This is an optimization exercise on Yosys and OpenROAD, whose aim is small area, a short achievable clock period and few clock cycles per item, not a production implementation.
Only simulation tests tie the RTL to the original design; equivalence was not proved.
Power figures rest on the tool's default switching activity, not on a simulated workload.

== P ==
==> flow/design.v (excerpt) <==
module frame_index_extrapolation_mapper #(
    parameter int MAX_FRAMES = 65536
) (
    input  logic                                   aclk,
    input  logic                                   aresetn,
    input  logic                                   s_valid,
    output logic                                   s_ready,
    input  logic signed [fiem_pkg::FRAME_W-1:0]    s_frame_number,
    output logic                                   m_valid,
    input  logic                                   m_ready,
    output logic        [fiem_pkg::IDX_W-1:0]      m_stored_index,
    output logic                                   m_is_empty,
    input  logic                                   psel,
    input  logic                                   penable,
    input  logic                                   pwrite,
    input  logic        [fiem_pkg::ADDR_W-1:0]     paddr,
    input  logic        [fiem_pkg::DATA_W-1:0]     pwdata,
    output logic        [fiem_pkg::DATA_W-1:0]     prdata,
    output logic                                   pready
);
clock: 5.5 ns
lec_check: 0
cap_margin: 20
core_margin: 2
core_utilization: 65
cts_buf_list: sky130_fd_sc_hd__clkbuf_16
cts_cluster_diameter: 100
cts_cluster_size: 30
setup_slack_margin: 2.0
slew_margin: 20
buffer_ports_args: -buffer_cell sky130_fd_sc_hd__buf_2
standard.sh (not shown) runs the stock make flow with config.mk's settings and CLKGATE_MAP_FILE= SYNTH_SCRIPT=/design/flow/synth_recipe.tcl, a recipe that flattens the netlist after the stock synthesis.
==> flow/flow/run.sh <==
#!/bin/bash
# Layout flow: the standard flow, with the port buffers made from buf_2 cells instead of the
# cell buffer_ports picks by itself (a delay cell on this platform). Every port still gets a
# buffer. Each tool's full output goes to flow_standard.log in the work folder.
set -euo pipefail
printf '\nexport BUFFER_PORTS_ARGS = -buffer_cell sky130_fd_sc_hd__buf_2\n' >> config.mk
bash standard.sh > flow_standard.log 2>&1
P: all stages complete, timing, DRC and antenna checks passed
Testbench counts of P, summed over its fixed seeds: cycles 30,727, items 12,000.
Changes in Q relative to P:
Settings: SETUP_SLACK_MARGIN changed from 2.0 to 1.9.
## What came out
Going from P to Q, achievable clock frequency shrinks by 7.1 MHz. For P, the cell with the biggest individual delay on the critical path was edfxtp_1, unlike Q, where it was mux4_2. Q vs. P: total track usage increased by 0.43 points relative to the old numbers, wire length on met3 saw a decrease, filler cell count in the final layout decreased 36, per-cell via count in the routed design moved up, cell area decreased about 0.36%. Taking P as the reference, in Q setup slack decreased by 0.086 ns relative to the old numbers, final cell count closely matched the old numbers.


== cedar ==
frame_index_extrapolation_mapper again, from the RTL that the note above started with.
Settings: LEC_CHECK=0, CAP_MARGIN=20, CORE_MARGIN=2, CORE_UTILIZATION=65, CTS_BUF_LIST=sky130_fd_sc_hd__clkbuf_8 sky130_fd_sc_hd__clkbuf_16, CTS_CLUSTER_DIAMETER=60, CTS_CLUSTER_SIZE=20, SETUP_SLACK_MARGIN=1.9, SLEW_MARGIN=20, BUFFER_PORTS_ARGS=-buffer_cell sky130_fd_sc_hd__buf_2; clock period 5.5 ns.
Scripts as last shown in full above: flow/flow/run.sh
cedar: no failed stages, no open violations at the end
Testbench counts of cedar, summed over its fixed seeds: cycles 30,727, items 12,000.
The following lists how quartz was set up differently from cedar:
diff --git a/flow/config.mk b/flow/config.mk
--- a/flow/config.mk
+++ b/flow/config.mk
@@ -10,6 +10,3 @@
 export CORE_UTILIZATION = 65
-export CTS_BUF_LIST = sky130_fd_sc_hd__clkbuf_8 sky130_fd_sc_hd__clkbuf_16
-export CTS_CLUSTER_DIAMETER = 60
-export CTS_CLUSTER_SIZE = 20
-export SETUP_SLACK_MARGIN = 1.9
+export SETUP_SLACK_MARGIN = 1.7
 export SLEW_MARGIN = 20
### Flow results
Any difference in aggregate routed wire length between quartz and cedar is small enough to ignore. Layout buffer count excluding clock buffers: quartz vs cedar down 24. | leakage power summed over all cells | quartz vs cedar | better |. Between cedar and quartz, the cell count went down. In the metrics for cedar and quartz, the one carrying the higher setup slack is cedar. Hold slack of cedar is on par with quartz.


Setup of red:
Starting RTL as in the previous note.
export LEC_CHECK = 0
export CAP_MARGIN = 20
export CORE_MARGIN = 2
export CORE_UTILIZATION = 65
export CTS_BUF_LIST = sky130_fd_sc_hd__clkbuf_16
export CTS_CLUSTER_DIAMETER = 100
export CTS_CLUSTER_SIZE = 30
export SETUP_SLACK_MARGIN = 2.5
export SLEW_MARGIN = 20
export BUFFER_PORTS_ARGS = -buffer_cell sky130_fd_sc_hd__buf_2
create_clock -name core_clock -period 5.5 [get_ports {aclk}]
Scripts as last shown in full above: flow/flow/run.sh
Testbench counts of red, summed over its fixed seeds: cycles 30,727, items 12,000.
--- input diff red..blue ---
- changing SETUP_SLACK_MARGIN from 2.5 to 1.9
- removing CTS_BUF_LIST (formerly sky130_fd_sc_hd__clkbuf_16)
- removing CTS_CLUSTER_DIAMETER (formerly 100)
- removing CTS_CLUSTER_SIZE (formerly 30)
Delta (blue minus red): worst path setup slack after routing went down by 0.25 ns; vias after detailed routing fell by 4.9%; post-cts resize count went down by 133; post-detailed-routing wire length shrank by 9.7%; overall routing resource usage fell by 0.87 points.
Run comparison: blue kind of critical path in2out; red kind of critical path reg2reg
red -> blue: final instance area decreased by a few percent
A leading power group of combinational cells is what red shows, while sequential cells belongs to blue.

==> what the ideal ports hide <==
The flow's constraints put no driver on any port. The routed layouts listed below were extracted and timed again, unchanged, in two steps.
Step 1 assumes that a clkbuf_16 drives the clock port and a buf_2 every other input.
Step 2, shift: input delay + t, output delay - t, t = (earliest + latest rising clock arrival at the registers) / 2. This alone moves slack from input paths to output paths.
a / b / c = ideal ports / drivers / drivers and shift; a / b = the first two.
run | t (ns) | setup WS [ns] | latest minus earliest clock arrival (ns) | slew at the worst register clock pin (ns)
P | 0.562 | 2.047 / 2.047 / 1.665 | 0.027 / 0.027 | 0.12 / 0.12
Q | 0.565 | 1.961 / 1.939 / 1.641 | 0.025 / 0.025 | 0.12 / 0.12
cedar | 0.617 | 1.964 / 1.941 / 1.551 | 0.017 / 0.017 | 0.08 / 0.08
quartz | 0.565 | 1.871 / 1.871 / 1.444 | 0.021 / 0.021 | 0.06 / 0.06
red | 0.572 | 2.220 / 2.220 / 1.818 | 0.027 / 0.027 | 0.11 / 0.11
blue | 0.565 | 1.970 / 1.947 / 1.620 | 0.021 / 0.021 | 0.06 / 0.06
After both steps setup and hold are still met in every run listed. For quartz, which loses most, drivers alone change the setup slack by 0.000 ns; drivers and shift together by -0.427 ns.
